Context: an optimization exercise on an open-source flow, tuned for small area and few clock cycles. The choices shown serve that exercise and are no tape-out recipe.
Only simulation tests tie the RTL to the original design; equivalence was not proved.
No activity file was given, so power comes from the tool's default toggle rates.

==> build 24: inputs <==
==> flow/design.v <==
module user_data_path
(
   input  logic                                   clk,
   input  logic                                   reset,
   input  logic [4*(64 + 8)-1:0]  in_beat,
   input  logic [4-1:0]              in_valid,
   output logic [4-1:0]              in_ready,
   output logic [4*(64 + 8)-1:0]  out_beat,
   output logic [4-1:0]              out_valid,
   input  logic [4-1:0]              out_ready,
   input  logic                                   host_req,
   input  logic [(8 + 1 + 32)-1:0]                 host_req_data,
   output logic                                   host_ack,
   output logic [32-1:0]         host_rd_data
);
   localparam int NP = 4;
   localparam int BW = (64 + 8);
   localparam int PW = $clog2(NP);
   localparam int AW = $clog2(16);
   logic [7:0]             default_port;
   logic [31:0]            num_pkts;
   logic [NP-1:0]          in_pkt;        
   logic [NP-1:0]          pmask [NP];    
   logic [NP-1:0]          is_hdr;
   logic [NP-1:0]          is_eop;
   logic [NP-1:0]          hdr_req;       
   logic [NP-1:0]          req_mask [NP];
   logic [BW-1:0]          wbeat [NP];    
   logic [NP-1:0]          grant;
   logic [NP-1:0]          take;
   logic [NP-1:0]          wsel [NP];     
   logic [PW-1:0]          rr;
   logic [4:0]             age;           
   logic                   aged;
   assign aged = &age;
   logic [NP-1:0]          owned;
   logic [NP-1:0]          full;
   logic [NP-1:0]          wr;
   logic [BW-1:0]          wdata [NP];
   always_comb
   begin
      for (int p = 0; p < NP; p++)
      begin
         logic [BW-1:0] b;
         logic [7:0]    eff;
         b          = in_beat[p*BW +: BW];
         is_hdr[p]  = ((b[7:0]) == 8'hff);
         is_eop[p]  = (((b[7:0]) != 8'h00) && ((b[7:0]) != 8'hff));
         eff        = (b[71:64] == 8'h00) ? default_port : b[71:64];
         req_mask[p] = eff[NP-1:0];
         hdr_req[p] = in_valid[p] && !in_pkt[p] && is_hdr[p];
         wbeat[p]   = in_pkt[p] ? b : {eff, 8'(p), b[55:0]};
      end
   end
   always_comb
   begin
      owned = '0;
      for (int p = 0; p < NP; p++)
         if (in_pkt[p])
            owned = owned | pmask[p];
   end
   always_comb
   begin
      logic [NP-1:0] blocked;
      logic [PW-1:0] p;
      blocked = owned;
      grant   = '0;
      for (int k = 0; k < NP; k++)
      begin
         p = rr + PW'(k);
         if (hdr_req[p])
         begin
            if ((req_mask[p] & (blocked | full)) == '0)
               grant[p] = 1'b1;
            if (grant[p] || (k == 0 && aged)) blocked = blocked | req_mask[p];
         end
      end
   end
   always_comb
   begin
      for (int p = 0; p < NP; p++)
      begin
         if (in_pkt[p])
            in_ready[p] = (pmask[p] & full) == '0;
         else if (is_hdr[p])
            in_ready[p] = grant[p];
         else
            in_ready[p] = 1'b1;    
      end
   end
   assign take = in_valid & in_ready;
   always_comb
   begin
      for (int o = 0; o < NP; o++)
      begin
         wdata[o] = '0;
         for (int p = 0; p < NP; p++)
         begin
            wsel[o][p] = take[p] && (in_pkt[p] ? pmask[p][o] : (is_hdr[p] && req_mask[p][o]));
            if (wsel[o][p])
               wdata[o] = wdata[o] | wbeat[p];
         end
         wr[o] = |wsel[o];
      end
   end
   always_ff @(posedge clk)
   begin
      if (reset)
      begin
         in_pkt <= '0;
         rr     <= '0;
         age    <= '0;
      end
      else
      begin
         for (int p = 0; p < NP; p++)
            if (take[p])
            begin
               if (!in_pkt[p])
                  in_pkt[p] <= is_hdr[p];
               else if (is_eop[p])
                  in_pkt[p] <= 1'b0;
            end
         if (!(hdr_req[rr] && !grant[rr]))
         begin
            rr  <= rr + 1'b1;
            age <= '0;
         end
         else if (!aged)
            age <= age + 1'b1;
      end
   end
   always_ff @(posedge clk)
   begin
      for (int p = 0; p < NP; p++)
         if (take[p] && !in_pkt[p])
            pmask[p] <= req_mask[p];
   end
   logic [31:0] oq_pkts [NP];
   localparam int NLAST = 16 / 2;
   localparam int LW    = $clog2(NLAST);
   localparam int COLS = 2;
   localparam int ROWS = 16 / COLS;
   for (genvar o = 0; o < NP; o++)
   begin : g_oq
      logic [64-1:0] ent [COLS][ROWS];
      logic [ROWS-1:0]            v    [COLS];    
      logic [ROWS-1:0]            ld   [COLS];    
      logic [ROWS:0]              vac  [COLS];    
      logic [COLS-1:0]            wcol;           
      logic [COLS-1:0]            rcol;           
      logic [COLS-1:0]            col_full;
      logic [8-1:0] lctrl [NLAST];
      logic [LW-1:0]              lwr_ptr;
      logic [NLAST-1:0]           lrd_oh;         
      logic                       at_hdr;         
      logic [3:0]                 rem;            
      logic [64-1:0] head;
      logic                       head_last;
      logic [8-1:0] head_lctrl;
      logic [8-1:0] head_ctrl;
      logic [8-1:0] wctrl;
      logic                       pop;
      always_comb
      begin
         for (int c = 0; c < COLS; c++)
         begin
            vac[c][0] = pop && rcol[c];
            for (int i = 0; i < ROWS-1; i++)
            begin
               ld[c][i]    = v[c][i+1] && (!v[c][i] || vac[c][i]);
               vac[c][i+1] = ld[c][i];
            end
            ld[c][ROWS-1] = wr[o] && wcol[c];
            vac[c][ROWS]  = 1'b0;
            col_full[c]   = v[c][ROWS-1] && !vac[c][ROWS-1];
         end
      end
      always_comb
      begin
         head         = '0;
         out_valid[o] = 1'b0;
         for (int c = 0; c < COLS; c++)
         begin
            head         = head | (ent[c][0] & {64{rcol[c]}});
            out_valid[o] = out_valid[o] | (v[c][0] && rcol[c]);
         end
         head_last  = !at_hdr && rem == 4'd1;
         head_lctrl = '0;
         for (int k = 0; k < NLAST; k++)
            head_lctrl = head_lctrl | (lctrl[k] & {8{lrd_oh[k]}});
         if (at_hdr)
            head_ctrl = 8'hff;
         else if (head_last)
            head_ctrl = head_lctrl;
         else
            head_ctrl = 8'h00;
      end
      assign wctrl   = wdata[o][8-1:0];
      assign out_beat[o*BW +: BW] = {head, head_ctrl};
      assign pop     = out_valid[o] && out_ready[o];
      assign full[o] = |(wcol & col_full);
      always_ff @(posedge clk)
      begin
         for (int c = 0; c < COLS; c++)
         begin
            for (int i = 0; i < ROWS-1; i++)
               if (ld[c][i])
                  ent[c][i] <= ent[c][i+1];
            if (ld[c][ROWS-1])
               ent[c][ROWS-1] <= wdata[o][BW-1:8];
         end
         if (wr[o] && (((wctrl) != 8'h00) && ((wctrl) != 8'hff)))
            lctrl[lwr_ptr] <= wctrl;
      end
      always_ff @(posedge clk)
      begin
         if (reset)
         begin
            for (int c = 0; c < COLS; c++)
               v[c] <= '0;
            wcol       <= COLS'(1);
            rcol       <= COLS'(1);
            lwr_ptr    <= '0;
            lrd_oh     <= NLAST'(1);
            at_hdr     <= 1'b1;
            oq_pkts[o] <= '0;
         end
         else
         begin
            for (int c = 0; c < COLS; c++)
               for (int i = 0; i < ROWS; i++)
                  if (ld[c][i])
                     v[c][i] <= 1'b1;
                  else if (vac[c][i])
                     v[c][i] <= 1'b0;
            if (wr[o])
               wcol <= {wcol[COLS-2:0], wcol[COLS-1]};
            if (pop)
            begin
               rcol   <= {rcol[COLS-2:0], rcol[COLS-1]};
               at_hdr <= head_last;
               rem    <= at_hdr ? 4'(head[47:32] - 16'd1) : rem - 4'd1;
            end
            if (wr[o] && (((wctrl) != 8'h00) && ((wctrl) != 8'hff)))
               lwr_ptr <= lwr_ptr + 1'b1;
            if (pop && head_last)
            begin
               lrd_oh     <= {lrd_oh[NLAST-2:0], lrd_oh[NLAST-1]};
               oq_pkts[o] <= oq_pkts[o] + 1'b1;
            end
         end
      end
   end
   logic [7:0]  h_addr;
   logic        h_rd;
   logic [31:0] h_wdata;
   logic [31:0] h_val;
   logic [2:0]  n_new;       
   always_comb
   begin
      n_new = '0;
      for (int p = 0; p < NP; p++)
         n_new = n_new + 3'(take[p] && !in_pkt[p] && is_hdr[p]);
   end
   assign h_addr  = host_req_data[(8 + 1 + 32)-1 -: 8];
   assign h_rd    = host_req_data[32];
   assign h_wdata = host_req_data[32-1:0];
   always_comb
   begin
      case (h_addr)
         8'h00:     h_val = 32'(default_port);
         8'h01:         h_val = num_pkts;
         8'h10 + 0: h_val = oq_pkts[0];
         8'h10 + 1: h_val = oq_pkts[1];
         8'h10 + 2: h_val = oq_pkts[2];
         8'h10 + 3: h_val = oq_pkts[3];
         default:                   h_val = 32'hdead_beef;
      endcase
   end
   assign host_rd_data = h_rd ? h_val : h_wdata;
   always_ff @(posedge clk)
   begin
      if (reset)
      begin
         host_ack     <= 1'b0;
         default_port <= 8'h01;
         num_pkts     <= '0;
      end
      else
      begin
         num_pkts <= num_pkts + 32'(n_new);
         host_ack <= 1'b0;
         if (host_req && !host_ack)
         begin
            host_ack     <= 1'b1;
            if (!h_rd && h_addr == 8'h00)
               default_port <= h_wdata[7:0];
         end
      end
   end
endmodule
==> flow/flow/run.sh <==
#!/bin/bash
# The standard layout, with each port buffered by the smallest buffer
# cell instead of the delay buffer buffer_ports picks by default.
set -euo pipefail
export BUFFER_PORTS_ARGS="-buffer_cell sky130_fd_sc_hd__buf_1"
bash standard.sh > standard.log 2>&1
==> flow/standard.sh <==
#!/bin/bash
# synth_recipe.tcl (not shown) runs the flow's synth.tcl, then flattens the netlist and writes it again
# the make line also repeats each setting of config.mk as NAME=value (left out here)
make -C /OpenROAD-flow-scripts/flow DESIGN_CONFIG=/design/flow/config.mk WORK_HOME=/design/flow/orfs CLKGATE_MAP_FILE= SYNTH_SCRIPT=/design/flow/synth_recipe.tcl "${@:-finish}"
==> flow/config.mk <==
export PLATFORM = sky130hd
export DESIGN_NAME = user_data_path
export DESIGN_NICKNAME = user_data_path
export VERILOG_FILES = /design/flow/design.v
export SDC_FILE = /design/flow/constraint.sdc
export NUM_CORES = 4
export LEC_CHECK = 0
export CAP_MARGIN = 20
export CORE_MARGIN = 2
export CORE_UTILIZATION = 40
export CTS_BUF_LIST = sky130_fd_sc_hd__clkbuf_8
export CTS_CLUSTER_DIAMETER = 50
export CTS_CLUSTER_SIZE = 15
export SLEW_MARGIN = 20
==> flow/constraint.sdc <==
create_clock -name core_clock -period 12.0 [get_ports {clk}]
set_input_delay 2.4000 -clock core_clock [delete_from_list [all_inputs] [get_ports {clk}]]
set_output_delay 2.4000 -clock core_clock [all_outputs]
set_load 0.01 [all_outputs]
==> build 59: changes against build 24 <==
--- a/flow/design.v
+++ b/flow/design.v
@@ -146,4 +146,5 @@
       logic [64-1:0] ent [COLS][ROWS];
       logic [ROWS-1:0]            v    [COLS];    
+      logic [ROWS-1:0]            last [COLS];    
       logic [ROWS-1:0]            ld   [COLS];    
       logic [ROWS:0]              vac  [COLS];    
@@ -155,5 +156,4 @@
       logic [NLAST-1:0]           lrd_oh;         
       logic                       at_hdr;         
-      logic [3:0]                 rem;            
       logic [64-1:0] head;
       logic                       head_last;
@@ -180,11 +180,12 @@
       begin
          head         = '0;
+         head_last    = 1'b0;
          out_valid[o] = 1'b0;
          for (int c = 0; c < COLS; c++)
          begin
             head         = head | (ent[c][0] & {64{rcol[c]}});
+            head_last    = head_last | (last[c][0] && rcol[c]);
             out_valid[o] = out_valid[o] | (v[c][0] && rcol[c]);
          end
-         head_last  = !at_hdr && rem == 4'd1;
          head_lctrl = '0;
          for (int k = 0; k < NLAST; k++)
@@ -207,7 +208,13 @@
             for (int i = 0; i < ROWS-1; i++)
                if (ld[c][i])
-                  ent[c][i] <= ent[c][i+1];
+               begin
+                  ent[c][i]  <= ent[c][i+1];
+                  last[c][i] <= last[c][i+1];
+               end
             if (ld[c][ROWS-1])
-               ent[c][ROWS-1] <= wdata[o][BW-1:8];
+            begin
+               ent[c][ROWS-1]  <= wdata[o][BW-1:8];
+               last[c][ROWS-1] <= (((wctrl) != 8'h00) && ((wctrl) != 8'hff));
+            end
          end
          if (wr[o] && (((wctrl) != 8'h00) && ((wctrl) != 8'hff)))
@@ -241,5 +248,4 @@
                rcol   <= {rcol[COLS-2:0], rcol[COLS-1]};
                at_hdr <= head_last;
-               rem    <= at_hdr ? 4'(head[47:32] - 16'd1) : rem - 4'd1;
             end
             if (wr[o] && (((wctrl) != 8'h00) && ((wctrl) != 8'hff)))
==> flow/run.sh (new file) <==
#!/bin/bash
# synth_recipe.tcl (not shown) runs the flow's synth.tcl, then flattens the netlist and writes it again
# the make line also repeats each setting of config.mk as NAME=value (left out here)
make -C /OpenROAD-flow-scripts/flow DESIGN_CONFIG=/design/flow/config.mk WORK_HOME=/design/flow/orfs CLKGATE_MAP_FILE= SYNTH_SCRIPT=/design/flow/synth_recipe.tcl finish
CTS_BUF_LIST = default   (was sky130_fd_sc_hd__clkbuf_8)
CTS_CLUSTER_DIAMETER = default   (was 50)
CTS_CLUSTER_SIZE = default   (was 15)
removed: flow/flow/run.sh
removed: flow/standard.sh
==> comparison <==
- Build 24 completed without violations. Build 59 passed the timing, DRC and antenna checks.
- In build 59 the combinational power is higher than in build 24, by 36%.
- Of build 24 and build 59, build 59 has the higher synthesized area (gap 0.63%, measured against build 59).
- In build 59 the global-route usage is higher than in build 24, by 1.7 points.
- In build 24 the design area is lower than in build 59, by 6.7%.
- Register-to-register slack: build 59 is lower than build 24 (1.0 ns).
- In build 59 the non-clock buffer count is higher than in build 24, by 23.
- Sequential power is about the same in build 59 and build 24.
==> figures <==
Non-clock inverters: build 59 110; build 24 98
Root Buffer: build 59 sky130_fd_sc_hd__clkbuf_16; build 24 sky130_fd_sc_hd__clkbuf_8
Depth of the critical timing path with buffers and inverters included: build 59 15; build 24 14
End of the worst register-to-register path: build 59 g_oq[2].ent[15][12]$_DFFE_PP_; build 24 g_oq[3].ent[15][54]$_DFFE_PP_
Number of enable flip-flop cells after synthesis: build 59 4432; build 24 4384
Master of the slowest instance on the critical path: build 59 sky130_fd_sc_hd__clkdlybuf4s50_1; build 24 sky130_fd_sc_hd__nor3b_1
Overall die area: build 59 0.408 mm2; build 24 0.405 mm2
Drt total wl: build 59 501 mm; build 24 464 mm
Outcome: build 59 no timing/DRC/antenna violations; build 24 no timing/DRC/antenna violations
Number of ordinary and repair buffers in the finished layout: build 59 868; build 24 845
Switching fraction of total power: build 59 20.0%; build 24 20.6%
Total chip power: build 59 32.5 mW; build 24 26.9 mW
Global-route met2 utilization: build 59 38.7%; build 24 36.0%
Share of the clock period used by the worst path after layout: build 59 92.7%; build 24 85.1%
Count of fill cells added during filler insertion: build 59 32.9k; build 24 33.9k
Testbench counts of build 24, summed over its fixed seeds: cycles 9,103.
Testbench counts of build 59, summed over its fixed seeds: cycles 9,103.

separate check: timing with driven ports:
No port has a modelled driver above. Below, the same layouts with a new extraction and two added sets of constraints.
Step 1: set_driving_cell puts a clkbuf_16 on clk and a buf_2 on each other input, an assumption about the parent block.
Step 2 times the ports against the registers' clock, not the clock port: input delays grow and output delays shrink by t, the midpoint of the rising clock arrivals with the driver on.
Three values: ideal, step 1, step 2; two values: the first two.
run	t, ns	setup WS [ns]	hold WS [ns]	worst setup path at the end	pins driven straight from the clock port
build 24	1.232	1.784 / 1.727 / 1.438	0.333 / 0.333 / 0.333	input to register	1
build 59	1.124	0.873 / 0.845 / 0.587	0.326 / 0.326 / 0.326	input to register	1
After both steps every run listed still meets setup and hold. The setup slack of build 24, which loses most, moves by -0.057 ns with the drivers and by -0.346 ns with both steps.
